Context: an optimization exercise on an open-source flow, tuned for small area, a short achievable clock period and few clock cycles per item. The choices shown serve that exercise and are no tape-out recipe.
RTL that was checked went through simulation tests only; none was proved equivalent to the original.
No functional check of the RTL was part of runs 1 and 2.
Power and IR drop assume default switching activity.

--- flow/run.sh ---
#!/bin/bash
# synth_recipe.tcl (not shown) runs the flow's synth.tcl, then flattens the netlist and writes it again
# the make line also repeats each setting of config.mk as NAME=value (left out here)
make -C /OpenROAD-flow-scripts/flow DESIGN_CONFIG=/design/flow/config.mk WORK_HOME=/design/flow/orfs CLKGATE_MAP_FILE= SYNTH_SCRIPT=/design/flow/synth_recipe.tcl finish
--- flow/constraint.sdc ---
create_clock -name core_clock -period 7.0 [get_ports {clock}]
set_input_delay 1.4000 -clock core_clock [delete_from_list [all_inputs] [get_ports {clock}]]
set_output_delay 1.4000 -clock core_clock [all_outputs]
set_load 0.01 [all_outputs]
--- flow/config.mk ---
export PLATFORM = sky130hd
export DESIGN_NAME = pwm_frame_parser
export DESIGN_NICKNAME = pwm_frame_parser
export VERILOG_FILES = /design/flow/design.v
export SDC_FILE = /design/flow/constraint.sdc
export NUM_CORES = 4
export LEC_CHECK = 0
export ABC_CLOCK_PERIOD_IN_PS = 2500
export CAP_MARGIN = 20
export CORE_MARGIN = 2
export CORE_UTILIZATION = 60
export CTS_BUF_LIST = sky130_fd_sc_hd__clkbuf_4 sky130_fd_sc_hd__clkbuf_8
export CTS_CLUSTER_SIZE = 30
export SETUP_SLACK_MARGIN = 4.2
export SLEW_MARGIN = 20
--- flow/design.v ---
`timescale 1ns / 1ps
package pfp_pkg;
   localparam int CHANNEL_COUNT = 8;
   localparam int FRAME_BYTES   = 21;
   localparam logic [7:0] SOF_A     = 8'hAA;
   localparam logic [7:0] SOF_B     = 8'h55;
   localparam logic [7:0] HEADER_ID = 8'h01;
   localparam logic [7:0] LEN_BYTE  = 8'h10;
   localparam logic [7:0] HDR_SUM   = 8'h10;
   localparam int          DUTY_S     = 18;
   localparam logic [33:0] DUTY_K     = 34'd1717987;
   localparam logic [33:0] DUTY_C_POS = 34'h20001FD9A;
   localparam logic [33:0] DUTY_C_NEG = 34'h20001FF35;
   localparam logic [15:0] DUTY_MAX   = 16'h7FFF;
endpackage
`timescale 1ns / 1ps
module pfp_front (
   input  logic                 clock,
   input  logic                 reset,
   input  logic                 in_v,
   input  logic [7:0]           in_b,
   input  logic                 in_be,
   output logic                 hit,
   output logic                 wr,
   output logic [4:0]           fill,
   output logic [4:0]           fill_n,
   output logic [15:0][7:0]     win
);
   logic [15:0]       tag;
   logic [7:0]        tsum;      
   logic [3:0]        pf;        
   logic              full;
   logic              restart;
   assign full    = fill[4] & fill[2];    
   assign hit     = in_v && full && tag[0] && (tsum == in_b);
   assign restart = hit || in_be;
   assign wr      = in_v && !restart && (fill >= 5'd4);
   always_comb begin
      if (reset || (in_v && restart)) fill_n = '0;
      else if (in_v && !full)         fill_n = fill + 1'b1;
      else                            fill_n = fill;
   end
   always_ff @(posedge clock) fill <= fill_n;
   logic [7:0] sub;
   logic       kill;
   logic       full_n;
   assign kill   = reset || (in_v && restart);
   assign full_n = !kill && (full || (in_v && fill == 5'd19));
   always_ff @(posedge clock) begin
      sub <= full_n ? (wr ? win[1] : win[0]) : 8'd0;
      if (kill)    tsum <= pfp_pkg::HDR_SUM;
      else if (wr) tsum <= tsum + in_b - sub;
      if (kill) begin
         pf <= '0;
      end else if (in_v) begin
         pf[0] <= (in_b == pfp_pkg::SOF_A);
         pf[1] <= pf[0] && (in_b == pfp_pkg::SOF_B);
         pf[2] <= pf[1] && (in_b == pfp_pkg::HEADER_ID);
         pf[3] <= pf[2] && (in_b == pfp_pkg::LEN_BYTE);
      end
   end
   always_ff @(posedge clock) begin
      if (wr) begin
         win <= {in_b, win[15:1]};
         tag <= {pf[3], tag[15:1]};
      end
   end
endmodule
`timescale 1ns / 1ps
module pfp_queue (
   input  logic                 clock,
   input  logic                 reset,
   input  logic                 hit,
   input  logic                 take,
   input  logic                 in_v,
   input  logic                 in_be,
   input  logic [4:0]           fill,
   input  logic [15:0][7:0]     win,
   output logic                 pend,
   output logic                 req_ready,
   output logic [15:0]          rd_raw
);
   logic       read;
   logic [2:0] rd_ch;
   logic [3:0] rd_pos;
   logic       pend_r;      
   logic       pend_s;      
   logic [3:0] pos_r;
   logic [3:0] pos_s;
   logic       rr_r;
   logic       rr_s;
   logic       nw;          
   logic       wn;          
   logic       wr_nh;       
   logic [4:0] fill_nh;
   assign read = take && pend;
   assign wr_nh   = in_v && !in_be && (fill >= 5'd4);
   assign fill_nh = (in_v && in_be) ? 5'd0 : (in_v && fill != 5'd20) ? fill + 5'd1 : fill;
   assign pend_s = hit || pend;
   assign pos_s  = pend ? rd_pos - 4'(wr_nh) : 4'd0;
   assign pend_r = (rd_ch != 3'd7);
   assign pos_r  = rd_pos + 4'd2 - 4'(wr_nh);
   assign nw     = (fill_nh + 5'(req_ready) < 5'd4);
   assign wn     = req_ready && (fill_nh >= 5'd4);
   assign rr_s   = !pend || nw || (pos_s > 4'(wn));
   assign rr_r   = !pend_r || nw || (pos_r > 4'(wn));
   always_ff @(posedge clock) begin
      if (reset) begin
         pend      <= 1'b0;
         req_ready <= 1'b1;
      end else begin
         pend      <= read ? pend_r : pend_s;
         req_ready <= read ? rr_r : rr_s;
      end
      rd_pos <= read ? pos_r : pos_s;
      if (!pend)     rd_ch <= '0;
      else if (read) rd_ch <= rd_ch + 1'b1;
   end
   logic [15:0] sel;
   always_comb begin
      for (int i = 0; i < 16; i++) sel[i] = (rd_pos == 4'(i));
      rd_raw = '0;
      for (int i = 0; i < 15; i++) begin
         rd_raw[15:8] |= {8{sel[i]}} & win[i];
         rd_raw[7:0]  |= {8{sel[i]}} & win[i+1];
      end
   end
endmodule
`timescale 1ns / 1ps
module pfp_back (
   input  logic                 clock,
   input  logic                 reset,
   input  logic                 pend,
   input  logic [15:0]          rd_raw,
   output logic                 take,
   output logic                 rsp_valid,
   input  logic                 rsp_ready,
   output logic [35:0]          rsp_data
);
   logic        adv;
   logic        take_b;
   logic        a_v;
   logic [15:0] a_raw;
   logic        a_neg;
   logic        a_sat;
   logic        b_v;
   logic [15:0] b_raw;
   logic        b_sat;
   logic [21:0] b_x;
   logic [21:0] b_y;
   logic [21:0] b_sum;
   logic        b_c;
   logic        o_v;
   logic [2:0]  o_ch;
   logic        o_last;
   logic [15:0] o_raw;
   logic [15:0] o_duty;
   logic [33:0] mx;
   logic [33:0] my;
   logic [12:0] lo;
   logic        sent;
   assign adv    = !o_v || rsp_ready;
   assign take_b = !b_v || adv;
   assign take   = !a_v || take_b;
   assign sent   = o_v && rsp_ready;
   always_ff @(posedge clock) begin
      if (reset) begin
         a_v    <= 1'b0;
         b_v    <= 1'b0;
         o_v    <= 1'b0;
         o_ch   <= '0;
         o_last <= 1'b0;
      end else begin
         if (take)   a_v <= pend;
         if (take_b) b_v <= a_v;
         if (adv)    o_v <= b_v;
         if (sent) begin
            o_ch   <= o_ch + 1'b1;
            o_last <= (o_ch == 3'd6);
         end
      end
   end
   pfp_mul u_mul (.r(a_raw[13:0]), .neg(a_neg), .x(mx), .y(my));
   assign lo    = {1'b0, mx[11:0]} + {1'b0, my[11:0]};
   assign b_sum = b_x + b_y + 22'(b_c);
   always_ff @(posedge clock) begin
      if (take) begin
         a_raw <= rd_raw;
         a_neg <= (rd_raw < 16'd5000);
         a_sat <= (rd_raw >= 16'd10000);
      end
      if (take_b) begin
         b_raw <= a_raw;
         b_sat <= a_sat;
         b_x   <= mx[33:12];
         b_y   <= my[33:12];
         b_c   <= lo[12];
      end
      if (adv) begin
         o_raw  <= b_raw;
         o_duty <= b_sat ? pfp_pkg::DUTY_MAX : b_sum[21:6];
      end
   end
   assign rsp_valid = o_v;
   assign rsp_data  = {o_ch, o_raw, o_duty, o_last};
endmodule
module pfp_mul (
   input  logic [13:0] r,
   input  logic        neg,
   output logic [33:0] x,
   output logic [33:0] y
);
   logic [13:0] rn;
   logic        pos;
   assign rn  = ~r;
   assign pos = ~neg;
   logic s1;
   logic c2;
   logic s3;
   logic c4;
   logic s5;
   logic c6;
   logic s7;
   logic c8;
   logic s9;
   logic c10;
   logic s11;
   logic c12;
   logic s13;
   logic c14;
   logic s15;
   logic c16;
   logic s17;
   logic c18;
   logic s19;
   logic c20;
   logic s21;
   logic c22;
   logic s23;
   logic c24;
   logic s25;
   logic c26;
   logic s27;
   logic c28;
   logic s29;
   logic c30;
   logic s31;
   logic c32;
   logic s33;
   logic c34;
   logic s35;
   logic c36;
   logic s37;
   logic c38;
   logic s39;
   logic c40;
   logic s41;
   logic c42;
   logic s43;
   logic c44;
   logic s45;
   logic c46;
   logic s47;
   logic c48;
   logic s49;
   logic c50;
   logic s51;
   logic c52;
   logic s53;
   logic c54;
   logic s55;
   logic c56;
   logic s57;
   logic c58;
   logic s59;
   logic c60;
   logic s61;
   logic c62;
   logic s63;
   logic c64;
   logic s65;
   logic c66;
   logic s67;
   logic c68;
   logic s69;
   logic c70;
   logic s71;
   logic c72;
   logic s73;
   logic c74;
   logic s75;
   logic c76;
   logic s77;
   logic c78;
   logic s79;
   logic c80;
   logic s81;
   logic c82;
   logic s83;
   logic c84;
   logic s85;
   logic c86;
   logic s87;
   logic c88;
   logic s89;
   logic c90;
   logic s91;
   logic c92;
   logic s93;
   logic c94;
   logic s95;
   logic c96;
   logic s97;
   logic c98;
   logic s99;
   logic c100;
   logic s101;
   logic c102;
   logic s103;
   logic c104;
   logic s105;
   logic c106;
   logic s107;
   logic c108;
   logic s109;
   logic c110;
   logic s111;
   logic c112;
   logic s113;
   logic c114;
   logic s115;
   logic c116;
   logic s117;
   logic c118;
   logic s119;
   logic c120;
   logic s121;
   logic c122;
   logic s123;
   logic c124;
   logic s125;
   logic c126;
   logic s127;
   logic c128;
   logic s129;
   logic c130;
   logic s131;
   logic c132;
   logic s133;
   logic c134;
   logic s135;
   logic c136;
   logic s137;
   logic c138;
   logic s139;
   logic c140;
   logic s141;
   logic c142;
   logic s143;
   logic c144;
   logic s145;
   logic c146;
   logic s147;
   logic c148;
   logic s149;
   logic c150;
   logic s151;
   logic c152;
   logic s153;
   logic c154;
   logic s155;
   logic c156;
   logic s157;
   logic c158;
   logic s159;
   logic c160;
   logic s161;
   logic c162;
   logic s163;
   logic c164;
   logic s165;
   logic c166;
   logic s167;
   logic c168;
   logic s169;
   logic c170;
   logic s171;
   logic c172;
   logic s173;
   logic c174;
   logic s175;
   logic c176;
   logic s177;
   logic c178;
   logic s179;
   logic c180;
   logic s181;
   logic c182;
   logic s183;
   logic c184;
   logic s185;
   logic c186;
   logic s187;
   logic c188;
   logic s189;
   logic c190;
   logic s191;
   logic c192;
   assign s1 = r[7] ^ rn[1];
   assign c2 = r[7] & rn[1];
   assign s3 = r[8] ^ rn[2] ^ rn[5];
   assign c4 = (r[8] & rn[2]) | (r[8] & rn[5]) | (rn[2] & rn[5]);
   assign s5 = r[9] ^ rn[0] ^ rn[3];
   assign c6 = (r[9] & rn[0]) | (r[9] & rn[3]) | (rn[0] & rn[3]);
   assign s7 = rn[6] ^ rn[11];
   assign c8 = rn[6] & rn[11];
   assign s9 = r[10] ^ rn[1] ^ rn[4];
   assign c10 = (r[10] & rn[1]) | (r[10] & rn[4]) | (rn[1] & rn[4]);
   assign s11 = rn[7] ^ rn[12];
   assign c12 = rn[7] & rn[12];
   assign s13 = r[11] ^ rn[2] ^ rn[5];
   assign c14 = (r[11] & rn[2]) | (r[11] & rn[5]) | (rn[2] & rn[5]);
   assign s15 = rn[8] ^ rn[13];
   assign c16 = rn[8] & rn[13];
   assign s17 = r[0] ^ r[12] ^ rn[3];
   assign c18 = (r[0] & r[12]) | (r[0] & rn[3]) | (r[12] & rn[3]);
   assign s19 = rn[6] ^ rn[9] ^ 1'b1;
   assign c20 = (rn[6] & rn[9]) | (rn[6] & 1'b1) | (rn[9] & 1'b1);
   assign s21 = r[1] ^ r[13] ^ rn[4];
   assign c22 = (r[1] & r[13]) | (r[1] & rn[4]) | (r[13] & rn[4]);
   assign s23 = rn[7] ^ rn[10] ^ 1'b1;
   assign c24 = (rn[7] & rn[10]) | (rn[7] & 1'b1) | (rn[10] & 1'b1);
   assign s25 = r[2] ^ rn[5] ^ rn[8];
   assign c26 = (r[2] & rn[5]) | (r[2] & rn[8]) | (rn[5] & rn[8]);
   assign s27 = rn[11] ^ 1'b1;
   assign c28 = rn[11] & 1'b1;
   assign s29 = r[0] ^ r[3] ^ rn[6];
   assign c30 = (r[0] & r[3]) | (r[0] & rn[6]) | (r[3] & rn[6]);
   assign s31 = rn[9] ^ rn[12];
   assign c32 = rn[9] & rn[12];
   assign s33 = r[1] ^ r[4] ^ rn[7];
   assign c34 = (r[1] & r[4]) | (r[1] & rn[7]) | (r[4] & rn[7]);
   assign s35 = rn[10] ^ rn[13];
   assign c36 = rn[10] & rn[13];
   assign s37 = r[2] ^ r[5] ^ rn[0];
   assign c38 = (r[2] & r[5]) | (r[2] & rn[0]) | (r[5] & rn[0]);
   assign s39 = rn[8] ^ rn[11];
   assign c40 = rn[8] & rn[11];
   assign s41 = r[3] ^ r[6] ^ rn[1];
   assign c42 = (r[3] & r[6]) | (r[3] & rn[1]) | (r[6] & rn[1]);
   assign s43 = rn[9] ^ rn[12];
   assign c44 = rn[9] & rn[12];
   assign s45 = r[0] ^ r[4] ^ r[7];
   assign c46 = (r[0] & r[4]) | (r[0] & r[7]) | (r[4] & r[7]);
   assign s47 = rn[2] ^ rn[10] ^ rn[13];
   assign c48 = (rn[2] & rn[10]) | (rn[2] & rn[13]) | (rn[10] & rn[13]);
   assign s49 = r[1] ^ r[5] ^ r[8];
   assign c50 = (r[1] & r[5]) | (r[1] & r[8]) | (r[5] & r[8]);
   assign s51 = rn[3] ^ rn[11] ^ 1'b1;
   assign c52 = (rn[3] & rn[11]) | (rn[3] & 1'b1) | (rn[11] & 1'b1);
   assign s53 = r[2] ^ r[6] ^ r[9];
   assign c54 = (r[2] & r[6]) | (r[2] & r[9]) | (r[6] & r[9]);
   assign s55 = rn[4] ^ rn[12] ^ 1'b1;
   assign c56 = (rn[4] & rn[12]) | (rn[4] & 1'b1) | (rn[12] & 1'b1);
   assign s57 = r[3] ^ r[7] ^ r[10];
   assign c58 = (r[3] & r[7]) | (r[3] & r[10]) | (r[7] & r[10]);
   assign s59 = rn[5] ^ rn[13] ^ 1'b1;
   assign c60 = (rn[5] & rn[13]) | (rn[5] & 1'b1) | (rn[13] & 1'b1);
   assign s61 = r[4] ^ r[8] ^ r[11];
   assign c62 = (r[4] & r[8]) | (r[4] & r[11]) | (r[8] & r[11]);
   assign s63 = r[5] ^ r[9] ^ r[12];
   assign c64 = (r[5] & r[9]) | (r[5] & r[12]) | (r[9] & r[12]);
   assign s65 = r[6] ^ r[10] ^ r[13];
   assign c66 = (r[6] & r[10]) | (r[6] & r[13]) | (r[10] & r[13]);
   assign s67 = r[7] ^ r[11];
   assign c68 = r[7] & r[11];
   assign s69 = r[8] ^ r[12];
   assign c70 = r[8] & r[12];
   assign s71 = r[9] ^ r[13];
   assign c72 = r[9] & r[13];
   assign s73 = r[3] ^ rn[0];
   assign c74 = r[3] & rn[0];
   assign s75 = r[4] ^ rn[1] ^ rn[6];
   assign c76 = (r[4] & rn[1]) | (r[4] & rn[6]) | (rn[1] & rn[6]);
   assign s77 = r[5] ^ rn[2] ^ rn[7];
   assign c78 = (r[5] & rn[2]) | (r[5] & rn[7]) | (rn[2] & rn[7]);
   assign s79 = r[6] ^ rn[0] ^ rn[3];
   assign c80 = (r[6] & rn[0]) | (r[6] & rn[3]) | (rn[0] & rn[3]);
   assign s81 = s1 ^ rn[4] ^ rn[9];
   assign c82 = (s1 & rn[4]) | (s1 & rn[9]) | (rn[4] & rn[9]);
   assign s83 = s3 ^ rn[10] ^ pos;
   assign c84 = (s3 & rn[10]) | (s3 & pos) | (rn[10] & pos);
   assign s85 = s5 ^ s7 ^ neg;
   assign c86 = (s5 & s7) | (s5 & neg) | (s7 & neg);
   assign s87 = s9 ^ s11 ^ c6;
   assign c88 = (s9 & s11) | (s9 & c6) | (s11 & c6);
   assign s89 = s13 ^ s15 ^ c10;
   assign c90 = (s13 & s15) | (s13 & c10) | (s15 & c10);
   assign s91 = s17 ^ s19 ^ c14;
   assign c92 = (s17 & s19) | (s17 & c14) | (s19 & c14);
   assign s93 = s21 ^ s23 ^ c18;
   assign c94 = (s21 & s23) | (s21 & c18) | (s23 & c18);
   assign s95 = s25 ^ s27 ^ c22;
   assign c96 = (s25 & s27) | (s25 & c22) | (s27 & c22);
   assign s97 = s29 ^ s31 ^ c26;
   assign c98 = (s29 & s31) | (s29 & c26) | (s31 & c26);
   assign s99 = s33 ^ s35 ^ c30;
   assign c100 = (s33 & s35) | (s33 & c30) | (s35 & c30);
   assign s101 = s37 ^ s39 ^ c34;
   assign c102 = (s37 & s39) | (s37 & c34) | (s39 & c34);
   assign s103 = s41 ^ s43 ^ c38;
   assign c104 = (s41 & s43) | (s41 & c38) | (s43 & c38);
   assign s105 = s45 ^ s47 ^ c42;
   assign c106 = (s45 & s47) | (s45 & c42) | (s47 & c42);
   assign s107 = s49 ^ s51 ^ c46;
   assign c108 = (s49 & s51) | (s49 & c46) | (s51 & c46);
   assign s109 = s53 ^ s55 ^ c50;
   assign c110 = (s53 & s55) | (s53 & c50) | (s55 & c50);
   assign s111 = s57 ^ s59 ^ c54;
   assign c112 = (s57 & s59) | (s57 & c54) | (s59 & c54);
   assign s113 = s61 ^ rn[6] ^ c58;
   assign c114 = (s61 & rn[6]) | (s61 & c58) | (rn[6] & c58);
   assign s115 = s63 ^ rn[7] ^ 1'b1;
   assign c116 = (s63 & rn[7]) | (s63 & 1'b1) | (rn[7] & 1'b1);
   assign s117 = s65 ^ rn[8] ^ 1'b1;
   assign c118 = (s65 & rn[8]) | (s65 & 1'b1) | (rn[8] & 1'b1);
   assign s119 = s67 ^ rn[9] ^ 1'b1;
   assign c120 = (s67 & rn[9]) | (s67 & 1'b1) | (rn[9] & 1'b1);
   assign s121 = s69 ^ rn[10] ^ 1'b1;
   assign c122 = (s69 & rn[10]) | (s69 & 1'b1) | (rn[10] & 1'b1);
   assign s123 = s71 ^ rn[11] ^ 1'b1;
   assign c124 = (s71 & rn[11]) | (s71 & 1'b1) | (rn[11] & 1'b1);
   assign s125 = r[10] ^ rn[12] ^ 1'b1;
   assign c126 = (r[10] & rn[12]) | (r[10] & 1'b1) | (rn[12] & 1'b1);
   assign s127 = r[11] ^ rn[13];
   assign c128 = r[11] & rn[13];
   assign s129 = r[0] ^ rn[2];
   assign c130 = r[0] & rn[2];
   assign s131 = r[1] ^ rn[3] ^ pos;
   assign c132 = (r[1] & rn[3]) | (r[1] & pos) | (rn[3] & pos);
   assign s133 = r[2] ^ rn[4] ^ 1'b1;
   assign c134 = (r[2] & rn[4]) | (r[2] & 1'b1) | (rn[4] & 1'b1);
   assign s135 = s73 ^ rn[5] ^ pos;
   assign c136 = (s73 & rn[5]) | (s73 & pos) | (rn[5] & pos);
   assign s137 = s75 ^ neg ^ c74;
   assign c138 = (s75 & neg) | (s75 & c74) | (neg & c74);
   assign s139 = s77 ^ pos ^ c76;
   assign c140 = (s77 & pos) | (s77 & c76) | (pos & c76);
   assign s141 = s79 ^ rn[8] ^ c78;
   assign c142 = (s79 & rn[8]) | (s79 & c78) | (rn[8] & c78);
   assign s143 = s81 ^ pos ^ c80;
   assign c144 = (s81 & pos) | (s81 & c80) | (pos & c80);
   assign s145 = s83 ^ c2 ^ c82;
   assign c146 = (s83 & c2) | (s83 & c82) | (c2 & c82);
   assign s147 = s85 ^ c4 ^ c84;
   assign c148 = (s85 & c4) | (s85 & c84) | (c4 & c84);
   assign s149 = s87 ^ c8 ^ c86;
   assign c150 = (s87 & c8) | (s87 & c86) | (c8 & c86);
   assign s151 = s89 ^ c12 ^ c88;
   assign c152 = (s89 & c12) | (s89 & c88) | (c12 & c88);
   assign s153 = s91 ^ c16 ^ c90;
   assign c154 = (s91 & c16) | (s91 & c90) | (c16 & c90);
   assign s155 = s93 ^ c20 ^ c92;
   assign c156 = (s93 & c20) | (s93 & c92) | (c20 & c92);
   assign s157 = s95 ^ c24 ^ c94;
   assign c158 = (s95 & c24) | (s95 & c94) | (c24 & c94);
   assign s159 = s97 ^ c28 ^ c96;
   assign c160 = (s97 & c28) | (s97 & c96) | (c28 & c96);
   assign s161 = s99 ^ c32 ^ c98;
   assign c162 = (s99 & c32) | (s99 & c98) | (c32 & c98);
   assign s163 = s101 ^ c36 ^ c100;
   assign c164 = (s101 & c36) | (s101 & c100) | (c36 & c100);
   assign s165 = s103 ^ c40 ^ c102;
   assign c166 = (s103 & c40) | (s103 & c102) | (c40 & c102);
   assign s167 = s105 ^ c44 ^ c104;
   assign c168 = (s105 & c44) | (s105 & c104) | (c44 & c104);
   assign s169 = s107 ^ c48 ^ c106;
   assign c170 = (s107 & c48) | (s107 & c106) | (c48 & c106);
   assign s171 = s109 ^ c52 ^ c108;
   assign c172 = (s109 & c52) | (s109 & c108) | (c52 & c108);
   assign s173 = s111 ^ c56 ^ c110;
   assign c174 = (s111 & c56) | (s111 & c110) | (c56 & c110);
   assign s175 = s113 ^ c60 ^ c112;
   assign c176 = (s113 & c60) | (s113 & c112) | (c60 & c112);
   assign s177 = s115 ^ c62 ^ c114;
   assign c178 = (s115 & c62) | (s115 & c114) | (c62 & c114);
   assign s179 = s117 ^ c64 ^ c116;
   assign c180 = (s117 & c64) | (s117 & c116) | (c64 & c116);
   assign s181 = s119 ^ c66 ^ c118;
   assign c182 = (s119 & c66) | (s119 & c118) | (c66 & c118);
   assign s183 = s121 ^ c68 ^ c120;
   assign c184 = (s121 & c68) | (s121 & c120) | (c68 & c120);
   assign s185 = s123 ^ c70 ^ c122;
   assign c186 = (s123 & c70) | (s123 & c122) | (c70 & c122);
   assign s187 = s125 ^ c72 ^ c124;
   assign c188 = (s125 & c72) | (s125 & c124) | (c72 & c124);
   assign s189 = s127 ^ 1'b1 ^ c126;
   assign c190 = (s127 & 1'b1) | (s127 & c126) | (1'b1 & c126);
   assign s191 = r[12] ^ 1'b1 ^ c128;
   assign c192 = (r[12] & 1'b1) | (r[12] & c128) | (1'b1 & c128);
   assign x[0] = rn[0];
   assign y[0] = pos;
   assign x[1] = rn[1];
   assign y[1] = 1'b1;
   assign x[2] = s129;
   assign y[2] = neg;
   assign x[3] = s131;
   assign y[3] = c130;
   assign x[4] = s133;
   assign y[4] = c132;
   assign x[5] = s135;
   assign y[5] = c134;
   assign x[6] = s137;
   assign y[6] = c136;
   assign x[7] = s139;
   assign y[7] = c138;
   assign x[8] = s141;
   assign y[8] = c140;
   assign x[9] = s143;
   assign y[9] = c142;
   assign x[10] = s145;
   assign y[10] = c144;
   assign x[11] = s147;
   assign y[11] = c146;
   assign x[12] = s149;
   assign y[12] = c148;
   assign x[13] = s151;
   assign y[13] = c150;
   assign x[14] = s153;
   assign y[14] = c152;
   assign x[15] = s155;
   assign y[15] = c154;
   assign x[16] = s157;
   assign y[16] = c156;
   assign x[17] = s159;
   assign y[17] = c158;
   assign x[18] = s161;
   assign y[18] = c160;
   assign x[19] = s163;
   assign y[19] = c162;
   assign x[20] = s165;
   assign y[20] = c164;
   assign x[21] = s167;
   assign y[21] = c166;
   assign x[22] = s169;
   assign y[22] = c168;
   assign x[23] = s171;
   assign y[23] = c170;
   assign x[24] = s173;
   assign y[24] = c172;
   assign x[25] = s175;
   assign y[25] = c174;
   assign x[26] = s177;
   assign y[26] = c176;
   assign x[27] = s179;
   assign y[27] = c178;
   assign x[28] = s181;
   assign y[28] = c180;
   assign x[29] = s183;
   assign y[29] = c182;
   assign x[30] = s185;
   assign y[30] = c184;
   assign x[31] = s187;
   assign y[31] = c186;
   assign x[32] = s189;
   assign y[32] = c188;
   assign x[33] = s191;
   assign y[33] = c190;
endmodule
`timescale 1ns / 1ps
module pwm_frame_parser (
   input  logic             clock,
   input  logic             reset,
   input  logic             req_valid,
   output logic             req_ready,
   input  logic [8:0]       req_data,
   output logic             rsp_valid,
   input  logic             rsp_ready,
   output logic [35:0]      rsp_data
);
   logic             in_v;
   logic [7:0]       in_b;
   logic             in_be;
   logic             hit;
   logic             wr;
   logic [4:0]       fill;
   logic [15:0][7:0] win;
   logic             take;
   logic             pend;
   logic             in_v_n;
   logic [4:0]       fill_n;
   logic [15:0]      rd_raw;
   always_ff @(posedge clock) begin
      in_v  <= in_v_n;
      in_b  <= req_data[8:1];
      in_be <= req_data[0];
   end
   assign in_v_n = !reset && req_valid && req_ready;
   pfp_front u_front (
      .clock (clock),
      .reset (reset),
      .in_v  (in_v),
      .in_b  (in_b),
      .in_be (in_be),
      .hit   (hit),
      .wr    (wr),
      .fill  (fill),
      .fill_n (fill_n),
      .win   (win)
   );
   pfp_queue u_queue (
      .clock  (clock),
      .reset  (reset),
      .hit    (hit),
      .in_v   (in_v),
      .in_be  (in_be),
      .fill   (fill),
      .take   (take),
      .win    (win),
      .pend   (pend),
      .req_ready (req_ready),
      .rd_raw (rd_raw)
   );
   pfp_back u_back (
      .clock     (clock),
      .reset     (reset),
      .pend      (pend),
      .rd_raw    (rd_raw),
      .take      (take),
      .rsp_valid (rsp_valid),
      .rsp_ready (rsp_ready),
      .rsp_data  (rsp_data)
   );
endmodule
==> flow_summary.yaml, run 1 <==
sta:
  final.min_clock_period_ns: 3.073
  setup_viol: 0
  period_share_pct: 43.90
  finalMaxSlewViolations: 0
  worst_slack_ns: 3.927
  worstMarginPinSlew_ns: 0.9741
  timing.hold.ws_ns: 0.4138
  slew_headroom_pct: 35.06
  fin_worst_skew_ns: 0.01870
  finalHoldViolCount: 0
  grt_setup_unrepaired: "yes"
  finalSetupTns_ns: 0
  max_freq_ghz: 0.3254
global_route:
  grt_max_degree: 63
  grt.total_usage_pct: 23.35
  grt_pass1_vias: 9351
  grt_overflow_total: 0
  antenna_found_initial: 0
  grt_pass1_wl_microns: 48850
critical_path:
  cp_max_fo: 3
  worstReg2RegEnd: "u_back.b_c"
  arrival_ns: 3.39
  startpoint_type: "flop"
  crit_end: "u_back.b_c"
  setup.worst_path.end_class: "flop"
  required_ns: 7.32
  critical_path_class: "flop to flop"
  crit_start: "u_back.a_raw[2]"
  ff2ff_setup_slack_ns: 3.93
  r2r_start: "u_back.a_raw[2]"
  reg2regPathDepth: 9
synthesis:
  synthFlopType: "edfxtp_1"
  ys_warn_count: 4
  synth-seq-area-share_pct: 56.56
  synth-seq-cells: 307
  yosys.area.top_type: "edfxtp_1"
  ys_types: 79
  synth_top_area_share_pct: 49.93
  synth.area.top_cells: "edfxtp_1 (50%), fa_1 (9.5%), ha_1 (6.7%), dfxtp_1 (6.6%), inv_1 (3.7%)"
  synth_edf_count: 256
  synthesis.instances: 1186
  async_reset_ff_share_pct: 0
  syn_area_per_cell_sq_um: 12.98
  syn_nets: 1355
  synthesis.area_sq_um: 15400
pwr:
  p_comb_share_pct: 1.4
  internal_power_mw: 2.826
  p_seq_share_pct: 55.3
  p_leak_nw: 6.916
  switching_power_mw: 0.7228
  powerDensity_nw_per_um2: 199.4
  power.share.switching_pct: 20.37
  vdd_ir_drop_max_uv: 189.5
  clock_power_share_pct: 43.3
flow_run:
  cap_violations: 0
route:
  vias_per_cell: 5.747
  routed_wl_microns: 31480
  wire_per_inst_microns: 18.93
  antenna_left: 0
  drtIter0Drc: 748
  dr.pass1.iters: 5
  drc: 0
  via_count: 9558
clock_tree:
  hold_buffers: 0
  htree_num_levels: 2
  clk_pin_slew_worst_paths_ns: 0.06
  ctsLongestPathBuffers: 3
  clock_sinks: 307
  insertion_delay_ns: 0.57
  cts_tree: "done"
  cts-buffers-inserted: 49
  ctsRootBufferMaster: "clkbuf_8"
layout:
  final_layout_size_suffix_gt1_share_pct: 14.93
  syn_to_final_growth_pct: 15.56
  n_antenna_cell: 0
  nFillCells: 1799
  finalNetCount: 1462
  postLayoutCoreUtil_pct: 70.66
floorplanning:
  core-area_sq_um: 25180
  initial_core_util_pct: 61.14
  fp.dieH_microns: 164.2
  die_x_microns: 164.2
  dieArea_sq_um: 26960
  rows: 58
  io_pins: 51
outcome:
  status: "no timing/DRC/antenna violations"
min_path:
  hp-class: "flop to flop"
place:
  place_congestion: 0.8296
  dpl.hpwl_microns: 19900
  port_buffers: 50
  dp_slack_ns: 3.469
-- worst min-delay path by stage --
| stage | from | to | slack (ns) | cells after the start |
|---|---|---|---|---|
| floorplan | u_back.a_raw[14] | u_back.b_raw[14] | 0.40 | 0 |
| global placement | u_back.b_raw[10] | u_back.o_raw[10] | 0.40 | 0 |
| detailed placement | u_back.b_raw[12] | u_back.o_raw[12] | 0.40 | 0 |
| CTS | u_front.tag[14] | u_front.tag[13] | 0.42 | 0 |
| global route | u_front.tag[10] | u_front.tag[9] | 0.43 | 0 |
| finish | u_front.tag[14] | u_front.tag[13] | 0.41 | 0 |
-- power by group through the flow --
stage | Clock, mW | Combinational (mW) | Sequential [mW]
detailed placement | 0 | 0.0455 | 2.00
floorplan | 0 | 0.0319 | 2.00
CTS | 1.58 | 0.0480 | 1.96
global placement | 0 | 0.0440 | 2.00
finish | 1.54 | 0.0485 | 1.96
global route | 1.66 | 0.0551 | 1.96
-- registers in the layout, indices dropped and copies added, names as in the netlist, 3 cells and up --
name,count
u_front.tag,16
u_back.o_duty,16
u_front.fill,5
in_b,8
u_front.tsum,8
u_queue.rd_pos,4
u_front.pf,4
u_front.win,128
u_back.o_ch,3
u_back.b_x,22
u_front.sub,8
u_back.o_raw,16
u_back.b_raw,16
u_back.a_raw,16
u_back.b_y,22
u_queue.rd_ch,3
-- cell families (layout without fill, tap and decap cells) --
kind of cell | after synthesis | after routing | synth area share, %
and+or+nand+nor | 231 | 232 | 7.183
xor gates and xnor gates | 37 | 37 | 2.105
adders and majority gates | 156 | 156 | 16.24
muxes | 27 | 27 | 1.958
AOI/OAI and AO/OA | 224 | 224 | 10.47
buffers and inverters | 204 | 350 | 5.485
DFF | 307 | 307 | 56.56
-- area by class of cell --
type / count / area (sq um) / share of cell area (%)
timing repair buffer: 103 / 1020 / 5.731
clock inverter: 26 / 176.4 / 0.9915
clock buffer: 65 / 825.8 / 4.641
sequential: 307 / 8731 / 49.07
tap: 330 / 412.9 / 2.321
inverter: 156 / 595.6 / 3.347
multi-input combinational: 676 / 6032 / 33.90
-- timing repair --
action / 4_1_cts / 5_1_grt
setup buffers: 18 / 20
gates cloned: 1 / 5
setup endpoints to repair: 140 / 13
pin swaps: 6 / 16
gates resized for setup: 70 / 43
-- layer usage --
| metal | track usage [%] | part of all wire, % | up-vias |
|---|---|---|---|
| li1 | - | - | 4506 |
| met1 | 31.45 | 41 | 4675 |
| met2 | 38.78 | 49 | 322 |
| met3 | 4.394 | 6.6 | 55 |
| met4 | 7.217 | 2.6 | 0 |
| met5 | 0 | 0 | - |
-- placed cells by master (no fill, tap or decap), types with 17 or more instances in the layout --
cell type / count
ha_1: 80
dfxtp_1: 39
fa_1: 73
xnor2_1: 20
inv_1: 145
mux2i_1: 19
dlygate4sd2_1: 38
edfxtp_1: 256
clkbuf_8: 54
o21ai_0: 25
a22oi_1: 30
a21oi_1: 39
nand3_1: 29
nor2_1: 65
nand2_1: 63
buf_4: 38
xor2_1: 17
-- synthesized netlist by cell type (4+ instances only) --
| cell type | number |
|---|---|
| buf_6 | 7 |
| a221o_1 | 4 |
| fa_1 | 73 |
| nand2b_1 | 12 |
| mux2i_1 | 20 |
| dfxtp_1 | 51 |
| a21oi_1 | 42 |
| xnor2_1 | 20 |
| a22oi_1 | 31 |
| a21o_1 | 13 |
| o21a_1 | 4 |
| a22o_1 | 7 |
| a222oi_1 | 8 |
| clkbuf_1 | 19 |
| a31oi_1 | 11 |
| ha_1 | 83 |
| nor2b_1 | 7 |
| xor2_1 | 17 |
| buf_2 | 18 |
| nand4_1 | 8 |
| o21ai_1 | 5 |
| o21ai_0 | 28 |
| and3_1 | 4 |
| o21bai_1 | 4 |
| nor3_1 | 14 |
| nand2_1 | 65 |
| inv_1 | 153 |
| and2_1 | 5 |
| o211ai_1 | 5 |
| mux2_2 | 4 |
| edfxtp_1 | 256 |
| a211oi_1 | 7 |
| nand3_1 | 29 |
| a311oi_1 | 4 |
| a221oi_1 | 14 |
| nor2_1 | 65 |
-- metrics by stage --
step                cell area [sq um]  cells  power [mW]
detailed placement              16130   1528       2.047
floorplan                       15410   1186       2.030
global route                    17790   1663       3.676
CTS                             17340   1638       3.588
finish                          17790   1663       3.549
global placement                16130   1528       2.045
-- critical path: stages, from the launching register on --
cell	delay, ns
edfxtp_1	0.46
buf_6	0.16
fa_1	0.52
inv_2	0.05
fa_1	0.55
inv_1	0.05
fa_1	0.44
ha_1	0.28
o21a_1	0.18
a21o_1	0.14
==> inputs of run 2 (changes only) <==
--- a/flow/design.v
+++ b/flow/design.v
@@ -142,7 +142,6 @@
    logic        a_v;
    logic [15:0] a_raw;
    logic        a_neg;
-   logic        a_sat;
    logic        b_v;
    logic [15:0] b_raw;
    logic        b_sat;
@@ -187,11 +186,10 @@
       if (take) begin
          a_raw <= rd_raw;
          a_neg <= (rd_raw < 16'd5000);
-         a_sat <= (rd_raw >= 16'd10000);
       end
       if (take_b) begin
          b_raw <= a_raw;
-         b_sat <= a_sat;
+         b_sat <= (a_raw >= 16'd10000);
          b_x   <= mx[33:12];
          b_y   <= my[33:12];
          b_c   <= lo[12];
==> flow/flow/run.sh (new file) <==
#!/bin/bash
# The standard layout (the standard.sh), with the port buffers made of plain buf_4 cells
# instead of the delay-cell buffers that buffer_ports picks by default.
set -euo pipefail
export BUFFER_PORTS_ARGS="-buffer_cell sky130_fd_sc_hd__buf_4"
bash standard.sh > standard.log 2>&1
==> flow/standard.sh (new file) <==
#!/bin/bash
# synth_recipe.tcl (not shown) runs the flow's synth.tcl, then flattens the netlist and writes it again
# the make line also repeats each setting of config.mk as NAME=value (left out here)
make -C /OpenROAD-flow-scripts/flow DESIGN_CONFIG=/design/flow/config.mk WORK_HOME=/design/flow/orfs CLKGATE_MAP_FILE= SYNTH_SCRIPT=/design/flow/synth_recipe.tcl "${@:-finish}"
removed: flow/run.sh
==> flow_summary.yaml, run 2 <==
synthesis:
  synth_top_area_share_pct: 49.88
  synth-seq-cells: 306
  synthFlopType: "edfxtp_1"
  synth_most_common_cell: "edfxtp_1"
  synthesis.instances: 1191
  yosys.area.top_type: "edfxtp_1"
  synthesis.area_sq_um: 15350
  synth_edf_count: 255
  synth-seq-area-share_pct: 56.53
  synth.area.top_cells: "edfxtp_1 (50%), fa_1 (9.5%), ha_1 (6.8%), dfxtp_1 (6.7%), inv_1 (3.7%)"
  syn_nets: 1360
  ys_top_cells_by_count: "edfxtp_1 (255), inv_1 (153), ha_1 (83)"
  syn_area_per_cell_sq_um: 12.89
  async_reset_ff_share_pct: 0
  ys_types: 69
  ys_warn_count: 4
global_route:
  antenna_found_initial: 0
  grt_overflow_total: 0
  grt_pass1_wl_microns: 53050
  grt.total_usage_pct: 25.59
  grt_max_degree: 74
  grt_pass1_vias: 10040
sta:
  finalHoldViolCount: 0
  worstMarginPinSlew_ns: 0.7700
  max_freq_ghz: 0.3321
  setup_viol: 0
  grt_setup_unrepaired: "yes"
  period_share_pct: 43.01
  slew_headroom_pct: 48.61
  final.min_clock_period_ns: 3.011
  finalMaxSlewViolations: 0
  fin_worst_skew_ns: 0.02083
  finalSetupTns_ns: 0
route:
  drtIter0Drc: 944
  wire_per_inst_microns: 19.81
  antenna_left: 0
  dr.pass1.iters: 8
  routed_wl_microns: 33180
  via_count: 9894
  vias_per_cell: 5.907
  drc: 0
clock_tree:
  insertion_delay_ns: 0.56
  clock_sinks: 306
  ctsRootBufferMaster: "clkbuf_8"
  htree_num_levels: 2
  cts-buffers-inserted: 50
  ctsLongestPathBuffers: 3
  clk_pin_slew_worst_paths_ns: 0.06
  cts_tree: "done"
pwr:
  p_leak_nw: 7.049
  total_power_mw: 3.516
  vdd_ir_drop_max_uv: 192.9
  powerDensity_nw_per_um2: 197.1
layout:
  nFillCells: 1824
  final_area_sq_um: 17840
  regArea_sq_um: 8700
  multi_input_area_sq_um: 6118
  n_antenna_cell: 0
  largest_reg_flops: 128
  finalNetCount: 1477
  final_common_cell: "edfxtp_1"
  syn_to_final_growth_pct: 16.18
  regMostFlops: "u_front.win"
  postLayoutCoreUtil_pct: 70.83
  reg_top3: "u_front.win x128, u_back.b_x x22, u_back.b_y x22"
  final_cell_mix: "edfxtp_1 (255), inv_1 (143), buf_4 (94), ha_1 (78), nand2_1 (77)"
  final_layout_size_suffix_gt1_share_pct: 19.55
floorplanning:
  rows: 58
  fp.dieH_microns: 164.0
  io_pins: 51
  initial_core_util_pct: 60.97
  core-area_sq_um: 25180
  dieArea_sq_um: 26880
  die_x_microns: 164.0
min_path:
  hp-class: "flop to flop"
place:
  port_buffers: 50
  dpl.hpwl_microns: 21050
  place_congestion: 0.8216
  placed_area_sq_um: 16070
critical_path:
  arrival_ns: 3.33
  required_ns: 7.32
  startpoint_type: "flop"
  critical_path_class: "flop to flop"
  setup.worst_path.end_class: "flop"
  cp_max_fo: 2
outcome:
  status: "no timing/DRC/antenna violations"
flow_run:
  cap_violations: 0
-- run 2: metrics by stage --
step	hold slack, ns	std cells	worst slack, ns
detailed placement	0.4045	1537	2.958
floorplan	0.4003	1191	3.250
global route	0.4207	1675	3.872
global placement	0.4002	1537	3.133
finish	0.4168	1675	3.989
CTS	0.4159	1672	3.993
-- run 2: layer usage --
metal / global-route usage [%] / share of wire [%] / wire [microns]
met5: 0 / 0 / 0
met4: 10.81 / 3.4 / 1114
met3: 4.343 / 6.3 / 2079
met2: 43.41 / 50 / 16590
met1: 32.77 / 40 / 13390
-- run 2: repair_timing --
action / CTS / global route
setup endpoints to repair: 165 / 156
pin swaps: 15 / 12
setup buffers: 40 / 2
resized for setup: 60 / 15
hold buffers: 0 / 0
cloned: 6 / 1
-- run 2: critical path, cell delays in order, from the launching register on --
cell      delay, ns
edfxtp_1       0.39
buf_4          0.16
fa_1           0.54
inv_2          0.06
fa_1           0.52
inv_1          0.05
fa_1           0.48
ha_4           0.18
a211oi_2       0.13
o21ai_1        0.08
a21o_1         0.18
-- run 2: cell type report --
| class | count | area share, % |
|---|---|---|
| clock buffers | 79 | 5.219 |
| clock inverters | 10 | 0.2315 |
| inverters | 155 | 3.353 |
| multi-input cells | 685 | 34.30 |
| flip-flops and latches | 306 | 48.78 |
| well taps | 330 | 2.315 |
| repair buffers | 108 | 5.731 |
| repair inverters | 2 | 0.07015 |
-- run 2: path summary, 6_finish.rpt --
path	startpoint	end	slack [ns]	cells after the start
worst min register to register	u_front.tag[7]	u_front.tag[6]	0.42	0
worst max register to register	u_back.a_raw[2]	u_back.b_c	3.99	10
worst max-delay path	u_back.a_raw[2]	u_back.b_c	3.99	10
worst min-delay path	u_front.tag[7]	u_front.tag[6]	0.42	0
-- run 2: kinds of logic after synthesis --
logic type	Yosys count	synth area share (%)
muxes	37	2.795
buffers and inverters	200	5.053
AOI/OAI and AO/OA	231	10.60
adders and majority gates	156	16.28
and+or+nand+nor	228	6.854
xor gates and xnor gates	33	1.883
DFF	306	56.53
-- run 2: report_power, final --
group | internal (mW) | switching, mW | total [mW]
Clock | 0.837 | 0.672 | 1.51
Combinational | 0.0241 | 0.0262 | 0.0503
Sequential | 1.95 | 0.00688 | 1.96
==> inputs of run 3 (changes only) <==
--- a/flow/design.v
+++ b/flow/design.v
@@ -145,9 +145,9 @@
    logic        b_v;
    logic [15:0] b_raw;
    logic        b_sat;
-   logic [21:0] b_x;
-   logic [21:0] b_y;
-   logic [21:0] b_sum;
+   logic [25:0] b_x;
+   logic [25:0] b_y;
+   logic [25:0] b_sum;
    logic        b_c;
    logic        o_v;
    logic [2:0]  o_ch;
@@ -156,7 +156,7 @@
    logic [15:0] o_duty;
    logic [33:0] mx;
    logic [33:0] my;
-   logic [12:0] lo;
+   logic [8:0]  lo;
    logic        sent;
    assign adv    = !o_v || rsp_ready;
    assign take_b = !b_v || adv;
@@ -180,8 +180,8 @@
       end
    end
    pfp_mul u_mul (.r(a_raw[13:0]), .neg(a_neg), .x(mx), .y(my));
-   assign lo    = {1'b0, mx[11:0]} + {1'b0, my[11:0]};
-   assign b_sum = b_x + b_y + 22'(b_c);
+   assign lo    = {1'b0, mx[7:0]} + {1'b0, my[7:0]};
+   assign b_sum = b_x + b_y + 26'(b_c);
    always_ff @(posedge clock) begin
       if (take) begin
          a_raw <= rd_raw;
@@ -190,13 +190,13 @@
       if (take_b) begin
          b_raw <= a_raw;
          b_sat <= (a_raw >= 16'd10000);
-         b_x   <= mx[33:12];
-         b_y   <= my[33:12];
-         b_c   <= lo[12];
+         b_x   <= mx[33:8];
+         b_y   <= my[33:8];
+         b_c   <= lo[8];
       end
       if (adv) begin
          o_raw  <= b_raw;
-         o_duty <= b_sat ? pfp_pkg::DUTY_MAX : b_sum[21:6];
+         o_duty <= b_sat ? pfp_pkg::DUTY_MAX : b_sum[25:10];
       end
    end
    assign rsp_valid = o_v;
--- a/flow/config.mk
+++ b/flow/config.mk
@@ -11,5 +11,5 @@
 export CORE_UTILIZATION = 60
 export CTS_BUF_LIST = sky130_fd_sc_hd__clkbuf_4 sky130_fd_sc_hd__clkbuf_8
 export CTS_CLUSTER_SIZE = 30
-export SETUP_SLACK_MARGIN = 4.2
+export SETUP_SLACK_MARGIN = 4.4
 export SLEW_MARGIN = 20
==> flow_summary.yaml, run 3 <==
outcome:
  status: "no timing/DRC/antenna violations"
floorplanning:
  fp.dieH_microns: 167.0
  initial_core_util_pct: 61.19
  io_pins: 51
  dieArea_sq_um: 27900
  core-area_sq_um: 26060
  rows: 59
  die_x_microns: 167.0
critical_path:
  crit_top_cell: "fa_1"
  setup.worst_path.end_class: "flop"
  arrival_ns: 2.89
  critical_path.max_stage_delay_ns: 0.55
  crit_start: "u_back.a_raw[2]"
  r2r_start: "u_back.a_raw[2]"
  required_ns: 7.31
  startpoint_type: "flop"
  critical_path.top_delay_family: "adder cells"
  critical_path_class: "flop to flop"
  slowest_stage: "fa_1"
  crit_chain: "clkinvlp_4, fa_1, inv_1, fa_1, inv_1, fa_1"
  cp_num_buf_inv: 3
  cp_max_fo: 6
layout:
  finalNetCount: 1548
  nFillCells: 1860
  multi_input_area_sq_um: 6460
  n_antenna_cell: 0
  regArea_sq_um: 8957
  final_layout_size_suffix_gt1_share_pct: 19.77
  reg_top3: "u_front.win x128, u_back.b_x x26, u_back.b_y x26"
  final_cells: 1756
  regMostFlops: "u_front.win"
  final_cell_mix: "edfxtp_1 (263), inv_1 (148), buf_4 (95), nand2_1 (76), fa_1 (72)"
  syn_to_final_growth_pct: 16.78
  largest_reg_flops: 128
  final_common_cell: "edfxtp_1"
synthesis:
  ys_warn_count: 4
  syn_nets: 1432
  synthFlopType: "edfxtp_1"
  synthesis.area_sq_um: 15950
  yosys.area.top_type: "edfxtp_1"
  synth_top_area_share_pct: 49.53
  synthesis.instances: 1263
  async_reset_ff_share_pct: 0
  synth.area.top_cells: "edfxtp_1 (50%), fa_1 (9.2%), ha_1 (6.5%), dfxtp_1 (6.4%), inv_1 (3.7%)"
  synth-seq-cells: 314
  synth_edf_count: 263
  ys_types: 77
  syn_area_per_cell_sq_um: 12.62
  synth_most_common_cell: "edfxtp_1"
  ys_top_cells_by_count: "edfxtp_1 (263), inv_1 (157), ha_1 (83)"
  synth-seq-area-share_pct: 55.93
flow_run:
  cap_violations: 0
clock_tree:
  clock_sinks: 314
  clk_pin_slew_worst_paths_ns: 0.06
  cts_tree: "done"
  ctsRootBufferMaster: "clkbuf_8"
  cts-buffers-inserted: 51
  ctsLongestPathBuffers: 3
  htree_num_levels: 2
  insertion_delay_ns: 0.58
route:
  antenna_left: 0
  drc: 0
  vias_per_cell: 6.006
  wire_per_inst_microns: 20.31
  drtIter0Drc: 931
  routed_wl_microns: 35660
  via_count: 10550
  dr.pass1.iters: 6
place:
  port_buffers: 50
  place_congestion: 0.8620
  dp.cells: 1607
  dpl.hpwl_microns: 22180
sta:
  fin_worst_skew_ns: 0.02234
  grt_setup_unrepaired: "yes"
  final.min_clock_period_ns: 2.580
  slew_headroom_pct: 31.23
  timing.hold.ws_ns: 0.4167
  setup_viol: 0
  finalMaxSlewViolations: 0
  finalSetupTns_ns: 0
  worstMarginPinSlew_ns: 1.031
  finalHoldViolCount: 0
  max_freq_ghz: 0.3875
  period_share_pct: 36.86
min_path:
  min_from: "u_back.b_raw[1]"
  hp-class: "flop to flop"
global_route:
  grt_overflow_total: 0
  antenna_found_initial: 0
  grt_pass1_wl_microns: 54550
  grt_pass1_vias: 10330
  grt.total_usage_pct: 24.55
  grt_max_degree: 71
pwr:
  p_leak_nw: 7.192
  powerDensity_nw_per_um2: 202.0
  total_power_mw: 3.761
  vdd_ir_drop_max_uv: 176.0
run 3: cell types whose count changed after synthesis, sizes merged, moves of 6 or more:
cell	change
a211oi	+6
a21oi	+13
a222oi	-6
a22oi	+11
and3	+10
buf	+8
edfxtp	+8
inv	+6
nand3	+10
or3	+7
xnor2	-7
run 3: worst paths after layout:
kind | endpoint | slack, ns | cells past startpoint
setup reg to reg | u_back.b_x[5] | 4.42 | 6
setup / recovery | u_back.b_x[5] | 4.42 | 6
hold / removal | u_back.o_raw[1] | 0.42 | 0
hold reg to reg | u_back.o_raw[1] | 0.42 | 0
run 3: area by class of cell:
class / instances / share of cell area (%)
multi-input cells: 740 / 34.69
repair buffers: 111 / 5.624
flip-flops and latches: 314 / 48.10
inverters: 160 / 3.313
repair inverters: 1 / 0.02688
clock buffers: 81 / 5.214
clock inverters: 14 / 0.7794
well taps: 335 / 2.251
run 3: kinds of logic (layout without fill, tap and decap cells):
family / after synthesis / count (layout) / synth area share, %
flops: 314 / 314 / 55.93
compound gates: 266 / 266 / 11.64
simple gates: 257 / 258 / 7.768
buf+inv: 210 / 367 / 5.297
fa+ha+maj: 156 / 156 / 15.68
mux: 34 / 34 / 2.260
xor+xnor: 26 / 26 / 1.428
run 3: power breakdown:
part           total [mW]  switching (mW)  internal (mW)
clock                1.70           0.708          0.990
sequential           2.01         0.00779           2.00
combinational      0.0555          0.0284         0.0271
total                3.76           0.744           3.02
run 3: metrics by stage:
step / area, sq um / setup WS [ns] / utilization (%)
floorplan: 15960 / 4.135 / -
global placement: 16590 / 3.673 / 63.66
detailed placement: 16590 / 3.581 / 63.66
CTS: 18080 / 4.302 / 69.39
global route: 18620 / 4.347 / 71.46
finish: 18620 / 4.420 / 71.46
run 3: repair_timing:
| item | CTS | global route |
|---|---|---|
| resized for setup | 39 | 62 |
| gates cloned | 1 | 7 |
| buffers inserted | 28 | 18 |
| hold buffers | 0 | 0 |
| setup endpoints to repair | 183 | 99 |
| pin swaps | 6 | 25 |
run 3: worst register-to-register path, cell delays in order (launching register included):
cell and delay, ns:
edfxtp_1 0.43, clkinvlp_4 0.23, fa_1 0.55, inv_1 0.05
fa_1 0.53, inv_1 0.05, fa_1 0.47
run 3: layer usage:
metal / up-vias / track usage, % / wire (microns)
li1: 4878 / - / -
met1: 5163 / 33.17 / 14920
met2: 416 / 40.54 / 17340
met3: 89 / 3.755 / 2125
met4: 0 / 9.483 / 1268
met5: - / 0 / 0
Testbench counts of run 3, summed over its fixed seeds: cycles 23,733, items 8,120.
==> inputs of run 4 (changes only) <==
--- a/flow/config.mk
+++ b/flow/config.mk
@@ -8,8 +8,8 @@
 export ABC_CLOCK_PERIOD_IN_PS = 2500
 export CAP_MARGIN = 20
 export CORE_MARGIN = 2
-export CORE_UTILIZATION = 60
+export CORE_UTILIZATION = 65
 export CTS_BUF_LIST = sky130_fd_sc_hd__clkbuf_4 sky130_fd_sc_hd__clkbuf_8
 export CTS_CLUSTER_SIZE = 30
-export SETUP_SLACK_MARGIN = 4.4
+export SETUP_SLACK_MARGIN = 4.3
 export SLEW_MARGIN = 20
==> flow_summary.yaml, run 4 <==
route:
  vias_per_cell: 6.005
  routed_wl_microns: 33290
  dr.pass1.iters: 6
  drtIter0Drc: 835
  drc: 0
  wire_per_inst_microns: 19.46
  via_count: 10280
  antenna_left: 0
critical_path:
  critical_path_class: "flop to flop"
  ff2ff_setup_slack_ns: 4.35
  critical_path.max_stage_delay_ns: 0.67
  startpoint_type: "flop"
  crit_chain: "fa_1, inv_1, fa_1, inv_1, fa_1"
  path_depth: 5
  slowest_stage: "edfxtp_1"
  reg2regPathDepth: 5
  cp_num_buf_inv: 2
  required_ns: 7.30
  arrival_ns: 2.94
  worstReg2RegEnd: "u_back.b_x[16]"
  r2r_start: "u_back.a_raw[10]"
  setup.worst_path.end_class: "flop"
  critical_path.top_delay_family: "adder cells"
  cp_max_fo: 10
  crit_top_cell: "fa_1"
pwr:
  vdd_ir_drop_max_uv: 172.3
  p_leak_nw: 6.957
  switching_power_mw: 0.7155
  p_comb_share_pct: 1.3
  p_seq_share_pct: 55.8
  clock_power_share_pct: 42.9
  internal_power_mw: 2.882
  power.share.switching_pct: 19.89
  powerDensity_nw_per_um2: 200.1
synthesis:
  syn_nets: 1432
  synth-seq-cells: 314
  syn_area_per_cell_sq_um: 12.62
  async_reset_ff_share_pct: 0
  ys_types: 77
  ys_warn_count: 4
  synth.area.top_cells: "edfxtp_1 (50%), fa_1 (9.2%), ha_1 (6.5%), dfxtp_1 (6.4%), inv_1 (3.7%)"
  synth_edf_count: 263
  synthFlopType: "edfxtp_1"
  yosys.area.top_type: "edfxtp_1"
  synth-seq-area-share_pct: 55.93
  ys_top_cells_by_count: "edfxtp_1 (263), inv_1 (157), ha_1 (83)"
  synth_top_area_share_pct: 49.53
  synthesis.area_sq_um: 15950
  synth_most_common_cell: "edfxtp_1"
  synthesis.instances: 1263
layout:
  largest_reg_flops: 128
  final_layout_size_suffix_gt1_share_pct: 15.57
  final_cell_mix: "edfxtp_1 (263), inv_1 (153), ha_1 (81), nand2_1 (76)"
  syn_to_final_growth_pct: 12.75
  nFillCells: 1604
  reg_top3: "u_front.win x128, u_back.b_x x26, u_back.b_y x26"
  final_cells: 1711
  finalNetCount: 1518
  n_antenna_cell: 0
  regMostFlops: "u_front.win"
  final_common_cell: "edfxtp_1"
  postLayoutCoreUtil_pct: 74.36
global_route:
  grt_pass1_vias: 10310
  antenna_found_initial: 0
  grt.total_usage_pct: 26.23
  grt_pass1_wl_microns: 53390
  grt_max_degree: 124
  grt_overflow_total: 0
clock_tree:
  clk_pin_slew_worst_paths_ns: 0.06
  htree_num_levels: 2
  clock_sinks: 314
  cts-buffers-inserted: 49
  ctsRootBufferMaster: "clkbuf_8"
  ctsLongestPathBuffers: 3
  hold_buffers: 0
  insertion_delay_ns: 0.57
  cts_tree: "done"
sta:
  grt_setup_unrepaired: "yes"
  slew_headroom_pct: 36.45
  period_share_pct: 37.81
  finalMaxSlewViolations: 0
  finalHoldViolCount: 0
  fin_worst_skew_ns: 0.02497
  worstMarginPinSlew_ns: 0.9523
  finalSetupTns_ns: 0
  final.min_clock_period_ns: 2.647
  max_freq_ghz: 0.3778
  setup_viol: 0
floorplanning:
  rows: 57
  fp.dieH_microns: 160.6
  initial_core_util_pct: 65.95
  die_x_microns: 160.6
  core-area_sq_um: 24180
  io_pins: 51
  dieArea_sq_um: 25800
place:
  dp.cells: 1596
  port_buffers: 50
  place_congestion: 0.8330
  dpl.hpwl_microns: 21850
min_path:
  hold_depth: 0
  min_from: "u_back.b_raw[9]"
  hp-class: "flop to flop"
  hold_end: "u_back.o_raw[9]"
outcome:
  status: "no timing/DRC/antenna violations"
flow_run:
  cap_violations: 0
run 4: cell counts after synthesis:
No cell type changed its count.
run 4: stage by stage:
stage	instance area (sq um)	setup WS, ns	hold WS (ns)	total power [mW]
2_1_floorplan	15960	4.135	0.4003	2.077
3_3_place_gp	16570	3.773	0.4012	2.092
3_5_place_dp	16570	3.618	0.4054	2.093
4_1_cts	17790	4.305	0.4163	3.636
5_1_grt	17980	4.160	0.4220	3.727
6_report	17980	4.353	0.4155	3.598
run 4: worst register-to-register path, cell delays in order (launching register included):
cell	delay, ns
edfxtp_1	0.67
fa_1	0.60
inv_1	0.06
fa_1	0.52
inv_1	0.05
fa_1	0.48
run 4: layout make-up:
cell class | instances | area [sq um] | share of cell area (%)
Sequential cell | 314 | 8942 | 49.74
Timing Repair Buffer | 83 | 738.2 | 4.106
Clock buffer | 74 | 905.9 | 5.039
Clock inverter | 15 | 91.34 | 0.5080
Timing Repair inverter | 1 | 5.005 | 0.02784
Tap cell | 324 | 405.4 | 2.255
Multi-Input combinational cell | 740 | 6281 | 34.94
Inverter | 160 | 609.3 | 3.389
run 4: kinds of logic after synthesis:
kind of cell / synth area share (%)
flip-flops: 55.93
AO/OA/AOI/OAI: 11.64
AND/OR/NAND/NOR: 7.768
buffers and inverters: 5.297
adder cells (fa/ha/maj): 15.68
multiplexers: 2.260
XOR/XNOR: 1.428
run 4: what timing repair did:
item                       4_1_cts  5_1_grt
resized for setup               23       32
setup buffers                   15        7
setup endpoints to repair      152       62
pin swaps                        4        9
cloned                           2        2
run 4: how the worst max path moves through the flow:
stage                      startpoint                 to  slack (ns)
global placement                 in_v  u_queue.req_ready        3.77
detailed placement               in_v     u_front.sub[2]        3.62
CTS                 u_queue.rd_pos[2]       u_back.a_neg        4.31
finish               u_back.a_raw[10]     u_back.b_x[16]        4.35
global route          u_front.fill[0]  u_queue.req_ready        4.16
floorplan                   rsp_ready         u_back.b_c        4.13
run 4: power by group through the flow:
stage                     clock [mW]  sequential, mW  combinational, mW
final                           1.54            2.01             0.0470
after global routing            1.67            2.01             0.0534
after CTS                       1.58            2.01             0.0462
after detailed placement           0            2.05             0.0446
after global placement             0            2.05             0.0437
after floorplan                    0            2.04             0.0326
run 4: metal layers:
metal  global-route usage (%)  routed length, microns  vias up
met5                        0                       0        -
met4                    11.47                    1319        0
met3                    3.796                    1833       96
met2                    43.22                   16180      357
met1                    35.29                   13960     5021
li1                         -                       -     4801
==> inputs of run 5 (changes only) <==
--- a/flow/config.mk
+++ b/flow/config.mk
@@ -8,8 +8,8 @@
 export ABC_CLOCK_PERIOD_IN_PS = 2500
 export CAP_MARGIN = 20
 export CORE_MARGIN = 2
-export CORE_UTILIZATION = 65
+export CORE_UTILIZATION = 60
 export CTS_BUF_LIST = sky130_fd_sc_hd__clkbuf_4 sky130_fd_sc_hd__clkbuf_8
 export CTS_CLUSTER_SIZE = 30
-export SETUP_SLACK_MARGIN = 4.3
+export SETUP_SLACK_MARGIN = 4.2
 export SLEW_MARGIN = 20
==> flow_summary.yaml, run 5 <==
outcome:
  status: "no timing/DRC/antenna violations"
sta:
  finalMaxSlewViolations: 0
  finalHoldViolCount: 0
  fin_worst_skew_ns: 0.02783
  final.min_clock_period_ns: 2.659
  max_freq_ghz: 0.3761
  finalSetupTns_ns: 0
  worstMarginPinSlew_ns: 1.031
  setup_viol: 0
  slew_headroom_pct: 31.19
  period_share_pct: 37.98
  grt_setup_unrepaired: "no"
critical_path:
  crit_top_cell: "fa_1"
  worstReg2RegEnd: "u_back.b_x[4]"
  slowest_stage: "edfxtp_1"
  critical_path.top_delay_family: "adder cells"
  cp_num_buf_inv: 2
  r2r_start: "u_back.a_raw[10]"
  reg2regPathDepth: 5
  setup.worst_path.end_class: "flop"
  critical_path.max_stage_delay_ns: 0.68
  crit_chain: "fa_1, inv_1, fa_1, inv_1, fa_1"
  critical_path_class: "flop to flop"
  arrival_ns: 2.95
  startpoint_type: "flop"
  required_ns: 7.29
  ff2ff_setup_slack_ns: 4.34
  cp_max_fo: 10
clock_tree:
  clk_pin_slew_worst_paths_ns: 0.06
  cts-buffers-inserted: 50
  ctsRootBufferMaster: "clkbuf_8"
  ctsLongestPathBuffers: 3
  hold_buffers: 0
  htree_num_levels: 2
  cts_tree: "done"
  insertion_delay_ns: 0.58
  clock_sinks: 314
synthesis:
  synth-seq-cells: 314
  ys_top_cells_by_count: "edfxtp_1 (263), inv_1 (157), ha_1 (83)"
  ys_types: 77
  synth.area.top_cells: "edfxtp_1 (50%), fa_1 (9.2%), ha_1 (6.5%), dfxtp_1 (6.4%), inv_1 (3.7%)"
  syn_nets: 1432
  synth-seq-area-share_pct: 55.93
  synth_edf_count: 263
  synthFlopType: "edfxtp_1"
  ys_warn_count: 4
  syn_area_per_cell_sq_um: 12.62
  synthesis.instances: 1263
  synth_top_area_share_pct: 49.53
  yosys.area.top_type: "edfxtp_1"
  synthesis.area_sq_um: 15950
  synth_most_common_cell: "edfxtp_1"
  async_reset_ff_share_pct: 0
layout:
  n_antenna_cell: 0
  regMostFlops: "u_front.win"
  finalNetCount: 1516
  postLayoutCoreUtil_pct: 68.86
  final_layout_size_suffix_gt1_share_pct: 14.78
  final_area_sq_um: 17940
  reg_top3: "u_front.win x128, u_back.b_x x26, u_back.b_y x26"
  largest_reg_flops: 128
  syn_to_final_growth_pct: 12.53
  final_common_cell: "edfxtp_1"
  final_cell_mix: "edfxtp_1 (263), inv_1 (155), ha_1 (83), nand2_1 (76), fa_1 (73)"
global_route:
  grt.total_usage_pct: 23.96
  antenna_found_initial: 0
  grt_overflow_total: 0
  grt_pass1_wl_microns: 52920
  grt_pass1_vias: 10170
  grt_max_degree: 71
floorplanning:
  core-area_sq_um: 26060
  io_pins: 51
  initial_core_util_pct: 61.19
  rows: 59
  fp.dieH_microns: 167.0
  dieArea_sq_um: 27900
  die_x_microns: 167.0
pwr:
  powerDensity_nw_per_um2: 207.5
  switching_power_mw: 0.7444
  p_leak_nw: 6.957
  internal_power_mw: 2.978
  vdd_ir_drop_max_uv: 194.5
  clock_power_share_pct: 44.8
  p_seq_share_pct: 53.9
  p_comb_share_pct: 1.3
  power.share.switching_pct: 20.00
place:
  port_buffers: 50
  placed_area_sq_um: 16580
  place_congestion: 0.8415
  dpl.hpwl_microns: 21850
min_path:
  hold_end: "u_back.o_raw[7]"
  hold_depth: 0
  hp-class: "flop to flop"
  min_from: "u_back.b_raw[7]"
route:
  wire_per_inst_microns: 19.24
  drc: 0
  drtIter0Drc: 750
  antenna_left: 0
  vias_per_cell: 5.907
  via_count: 10170
  routed_wl_microns: 33130
  dr.pass1.iters: 8
flow_run:
  cap_violations: 0
## run 5: changes by cell type in the layout (fill, tap and decap cells not counted), moves of 2 or more
cell / previous run / this run
clkinv_2: 4 / 8
bufinv_16: 1 / 4
inv_2: 5 / 2
a2111oi_1: 0 / 2
a2111oi_2: 2 / 0
buf_4: 73 / 71
buf_6: 2 / 4
clkbuf_16: 2 / 0
clkbuf_4: 18 / 16
ha_1: 81 / 83
ha_2: 2 / 0
inv_1: 153 / 155
## run 5: worst max-delay path by stage
stage | startpoint | endpoint | slack (ns) | cells past startpoint
floorplan | rsp_ready | u_back.b_c | 4.13 | 2
global placement | in_v | u_front.sub[5] | 3.26 | 6
detailed placement | in_v | u_front.sub[0] | 3.12 | 6
CTS | in_v | u_queue.req_ready | 4.21 | 12
global route | in_v | u_queue.req_ready | 4.18 | 12
finish | u_back.a_raw[10] | u_back.b_x[4] | 4.34 | 5
## run 5: layout make-up
type | instances | area [sq um]
fillers | 1946 | 8115
clock buffers | 71 | 877.1
repair inverters | 1 | 5.005
flip-flops and latches | 314 | 8939
multi-input cells | 741 | 6246
inverters | 160 | 613.1
clock inverters | 21 | 197.7
well taps | 335 | 419.2
repair buffers | 79 | 646.9
## run 5: through the flow
stage	setup slack (ns)	total power [mW]	hold slack, ns	instances
CTS	4.209	3.758	0.4181	1710
detailed placement	3.116	2.092	0.4045	1608
floorplan	4.135	2.077	0.4003	1263
global placement	3.264	2.092	0.4022	1608
global route	4.183	3.848	0.4293	1722
finish	4.341	3.723	0.4136	1722
## run 5: layer usage
| layer | vias up | track usage, % | wire length (microns) |
|---|---|---|---|
| li1 | 4787 | - | - |
| met1 | 4974 | 31.88 | 14120 |
| met2 | 328 | 39.38 | 15770 |
| met3 | 82 | 4.491 | 2042 |
| met4 | 0 | 9.445 | 1191 |
| met5 | - | 0 | 0 |
## run 5: cell families (layout without fill, tap and decap cells)
group / Yosys count / count (layout) / synth area share, %
AND/OR/NAND/NOR: 257 / 259 / 7.768
multiplexers: 34 / 34 / 2.260
flip-flops: 314 / 314 / 55.93
XOR/XNOR: 26 / 26 / 1.428
adder cells (fa/ha/maj): 156 / 156 / 15.68
buffers and inverters: 210 / 332 / 5.297
AO/OA/AOI/OAI: 266 / 266 / 11.64
## run 5: repair_timing
action                                  in CTS  in global routing
gates cloned                                 2                  1
endpoints found under the hold margin        0                  0
pin swaps                                    1                  9
gates resized for setup                     12                 25
endpoints found under the setup margin     175                 79
buffers inserted                             8                 11
## run 5: power groups by stage
stage | combinational, mW | sequential (mW) | clock (mW)
after floorplan | 0.0326 | 2.04 | 0
after global placement | 0.0447 | 2.05 | 0
after detailed placement | 0.0448 | 2.05 | 0
after CTS | 0.0462 | 2.01 | 1.70
after global routing | 0.0540 | 2.01 | 1.79
final | 0.0478 | 2.01 | 1.67

-- afterwards: timing with drivers on the ports --
The flow's constraints put no driver on any port. The routed layouts listed below were extracted and timed again, unchanged, in two steps.
Step 1 (the two cells are an assumption about what drives the block):
set clk [get_ports {clock}]
set_driving_cell -lib_cell sky130_fd_sc_hd__clkbuf_16 $clk
set_driving_cell -lib_cell sky130_fd_sc_hd__buf_2 [delete_from_list [all_inputs] $clk]
Step 2 adds t to the input delays and takes it off the output delays; t is the mean of the earliest and latest rising clock arrival at the registers after step 1. Input paths then give back, and output paths get back, about the clock's delay inside the block.
a / b / c = no drivers / after step 1 / after step 2; a / b = the first two.
run	shift t [ns]	setup slack, ns	worst register clock-pin slew, ns
run 1	0.603	3.927 / 3.927 / 3.750	0.07 / 0.07
run 2	0.595	3.989 / 3.989 / 3.905	0.07 / 0.07
run 3	0.617	4.420 / 4.418 / 4.014	0.07 / 0.07
run 4	0.606	4.353 / 4.353 / 4.018	0.07 / 0.07
run 5	0.608	4.341 / 4.341 / 4.018	0.07 / 0.07
After both steps setup and hold are still met in every run listed. The setup slack of run 3, which loses most, moves by -0.002 ns with the drivers and by -0.406 ns with both steps.
